From an optimization exercise on the open Yosys and OpenROAD flow, aimed at small area, a short achievable clock period and few clock cycles per item; shortcuts taken in it are not production practice. RTL that was checked went through simulation tests only; none was proved equivalent to the original. Power and IR drop assume default switching activity.

Design streaming_top_k_selector_core, start of the top module:
module streaming_top_k_selector_core
(
    input  logic         clk,
    input  logic         rst_n,
    input  logic         cfg_we,
    input  logic [3:0]   cfg_wdata,
    input  logic         s_tvalid,
    output logic         s_tready,
    input  logic [31:0]  s_tdata,
    input  logic         s_tlast,
    output logic         m_tvalid,
    input  logic         m_tready,
    output logic [55:0]  m_tdata,
    output logic [0:0]   m_tuser,
    output logic         m_tlast
);
clock: 6.0 ns
lec_check: 0
cap_margin: 20
core_margin: 2
core_utilization: 40
place_density: 0.6
setup_slack_margin: 3.5
slew_margin: 20
run.sh (not shown) runs the stock make flow with config.mk's settings and CLKGATE_MAP_FILE= SYNTH_SCRIPT=/design/flow/synth_recipe.tcl, a recipe that flattens the netlist after the stock synthesis.
The first run produced a clean layout.
Next try:
--- a/flow/design.v
+++ b/flow/design.v
@@ -87,42 +87,40 @@
     logic [7:0]  ptr_reg;        
     logic [7:0]  rem_reg;        
     logic [7:0]  fil_reg;        
     logic [7:0]  gap_reg;        
     logic [6:0]  room_reg;       
     logic        out_v;
     logic        out_last;
     logic        out_user;
     logic [49:0] out_data;
     logic [7:0]  chain;
     logic [7:0]  at;
     logic [7:0]  sd;
-    logic [7:0]  hold;
     logic        ins;
     logic        adj;
     logic        s2_end;
     always_comb
     begin
         chain[0] = 1'b0;
         for (int m = 1; m < 8; m++)
         begin
             chain[m] = chain[m-1] || bt_reg[m-1];
         end
         ins = |bt_reg;
         adj = act_reg && !gap_reg[0];
         for (int m = 0; m < 8; m++)
         begin
             at[m] = bt_reg[m] && !chain[m];
             sd[m] = chain[m] && ((m == 0 ? 1'b1 : vld_reg[(m > 0) ? m - 1 : 0]) || adj);
-            hold[m] = !(sd[m] || at[m]);
         end
         s2_end = s2_v && s2_last;
     end
     logic [7:0] gl;
     logic       gi;
     for (genvar j = 0; j < 8; j++)
     begin : g_cmp
         stk_gt u_gt (.a(s1_score), .b(sc_reg[j]), .gt(gl[j]));
     end
     stk_gt u_gti (.a(s1_score), .b(s2_score), .gt(gi));
     logic        load;
     logic        drain_end;
@@ -284,30 +282,34 @@
         begin
             s1_km    <= km_cfg;
             s1_score <= s_tdata;
         end
         s1_last  <= s1_last_n;
         s2_last  <= s1_last;
         s2_km    <= s1_km;
         s2_score <= s1_score;
         s2_idx   <= pos_reg;
         for (int m = 0; m < 8; m++)
         begin
             bt_reg[m] <= move && s1_km[m] && (!vld_n[m] || g_n[m]);
-            sc_reg[m] <= (sc_reg[m] & {32{hold[m]}})
-                       | (sc_reg[(m > 0) ? m - 1 : 0] & {32{sd[m]}})
-                       | (s2_score & {32{at[m]}});
-            ix_reg[m] <= (ix_reg[m] & {18{hold[m]}})
-                       | (ix_reg[(m > 0) ? m - 1 : 0] & {18{sd[m]}})
-                       | (s2_idx & {18{at[m]}});
+            if (sd[m])
+            begin
+                sc_reg[m] <= sc_reg[(m > 0) ? m - 1 : 0];
+                ix_reg[m] <= ix_reg[(m > 0) ? m - 1 : 0];
+            end
+            else if (at[m])
+            begin
+                sc_reg[m] <= s2_score;
+                ix_reg[m] <= s2_idx;
+            end
         end
         ptr_reg  <= ptr_n;
         rem_reg  <= rem_n;
         fil_reg  <= fil_n;
         gap_reg  <= gap_n;
         room_reg <= room_n;
         if (load)
         begin
             out_last <= drain_end;
             out_user <= fil_reg[0];
             out_data <= fil_reg[0] ? pick : {32'h8000_0000, 18'b0};
         end
- final cell count is lower by 6.1%
- fmax shrinks by 0.97%
- clock power goes down by about 2%
- utilization fell by 0.58 points
- clock-buffer cell count falls by 6
- critical path depth went up by 3
- setup slack is worse by 0.026 ns
- area after synthesis climbs by 5.6%
- register-to-register slack loses 0.03 ns
- design area increases by 4.4%
- worst hold slack got worse by 0.0037 ns
- global-route usage came out lower by 3.3 points
- non-clock buffer count fell by 26
No functional check of the RTL was part of any run of this note.


the baseline:
streaming_top_k_selector_core, a different RTL version from the one above (not shown whole).
Size in the first run: ~3200 cells after synthesis, ~550 flip-flops, roughly 29000 sq um of cells after synthesis.
Design streaming_top_k_selector_core, start of the top module:
module streaming_top_k_selector_core
(
    input  logic         clk,
    input  logic         rst_n,
    input  logic         cfg_we,
    input  logic [3:0]   cfg_wdata,
    input  logic         s_tvalid,
    output logic         s_tready,
    input  logic [31:0]  s_tdata,
    input  logic         s_tlast,
    output logic         m_tvalid,
    input  logic         m_tready,
    output logic [55:0]  m_tdata,
    output logic [0:0]   m_tuser,
    output logic         m_tlast
);
export LEC_CHECK = 0
export CAP_MARGIN = 20
export CORE_MARGIN = 2
export CORE_UTILIZATION = 40
export CTS_BUF_LIST = sky130_fd_sc_hd__clkbuf_8 sky130_fd_sc_hd__clkbuf_16
export CTS_CLUSTER_DIAMETER = 120
export CTS_CLUSTER_SIZE = 25
export PLACE_DENSITY = 0.6
export SETUP_SLACK_MARGIN = 3.5
export SLEW_MARGIN = 20
create_clock -name core_clock -period 6.0 [get_ports {clk}]
Testbench counts of the baseline, summed over its fixed seeds: cycles 20,684, items 20,354.
Input-level comparison between the candidate and the baseline:
diff --git a/flow/design.v b/flow/design.v
--- a/flow/design.v
+++ b/flow/design.v
@@ -204,23 +204,23 @@
         for (int m = 0; m < 8; m++)
         begin
             bt_fix[m] = s2_end
                      || (sd[m] && (m == 0 ? 1'b1 : !vld_reg[(m > 0) ? m - 1 : 0]))
                      || (hold[m] && !vld_reg[m]);
             bt_new[m] = km_cfg[m]
                      && (bt_fix[m]
                          || (sd[m] && gl[(m > 0) ? m - 1 : 0])
                          || (at[m] && gi)
                          || (hold[m] && gl[m]));
         end
-        bt_n = s2_keep ? bt_raw : (accept ? bt_new : 8'd0);
+        bt_n = (bt_raw & {8{s2_keep}}) | (bt_new & {8{accept}});
         wait_n = s2_v_n && ((s2_last_n && act_n) || (adj_n && owed_n[7]));
         go_n   = s2_v_n && !wait_n;
     end
     assign s_tready = rdy_out;
     assign m_tvalid = out_v_out;
     assign m_tlast  = out_last;
     assign m_tuser  = out_user;
     assign m_tdata  = {6'b0, out_data};
     always_ff @(posedge clk or negedge rst_n)
     begin
         if (!rst_n)
Against the baseline, the candidate comes in 2 higher on critical path depth. Diff the baseline -> the candidate: cell area saw an increase, post-synthesis share of cell area spent on full adders, half adders and majority gates saw little to no change. Between the candidate and the baseline, the final worst hold slack figures differ only marginally. The candidate vs the baseline — initial DRC count dropped 371. Comparing the candidate and the baseline, the lower share of the cycle needed by the critical path after routing is on the baseline.
No functional check of the RTL was part of the candidate.

==> what the ideal ports hide <==
The flow's constraints put no driver on any port. The routed layouts listed below were extracted and timed again, unchanged, in two steps. Step 1: set_driving_cell puts a clkbuf_16 on clk and a buf_2 on each other input, an assumption about the parent block. Step 2 moves the port delays by t, midway between the first and last clock arrival at a register: inputs arrive t later, outputs are due t later. That takes back most of the time a late clock gives input paths. Slacks: ideal / step 1 / step 2; pairs: ideal / step 1.
| run | shift t [ns] | slack for setup (ns) | worst setup path after step 2 | latest minus earliest clock arrival (ns) | slew at the worst register clock pin (ns) |
|---|---|---|---|---|---|
| the first run of note 1 | 0.696 | 3.312 / 3.312 / 2.993 | input to register | 0.029 / 0.029 | 0.06 / 0.06 |
| the second run of note 1 | 0.676 | 3.286 / 3.286 / 3.043 | input to register | 0.029 / 0.029 | 0.07 / 0.07 |
| the baseline | 0.687 | 3.270 / 3.281 / 2.597 | input to register | 0.032 / 0.032 | 0.11 / 0.11 |
| the candidate | 0.677 | 2.942 / 2.941 / 2.264 | input to register | 0.037 / 0.037 | 0.12 / 0.12 |
After both steps every run listed still meets setup and hold. For the candidate, which loses most, drivers alone change the setup slack by -0.001 ns; drivers and shift together by -0.678 ns.
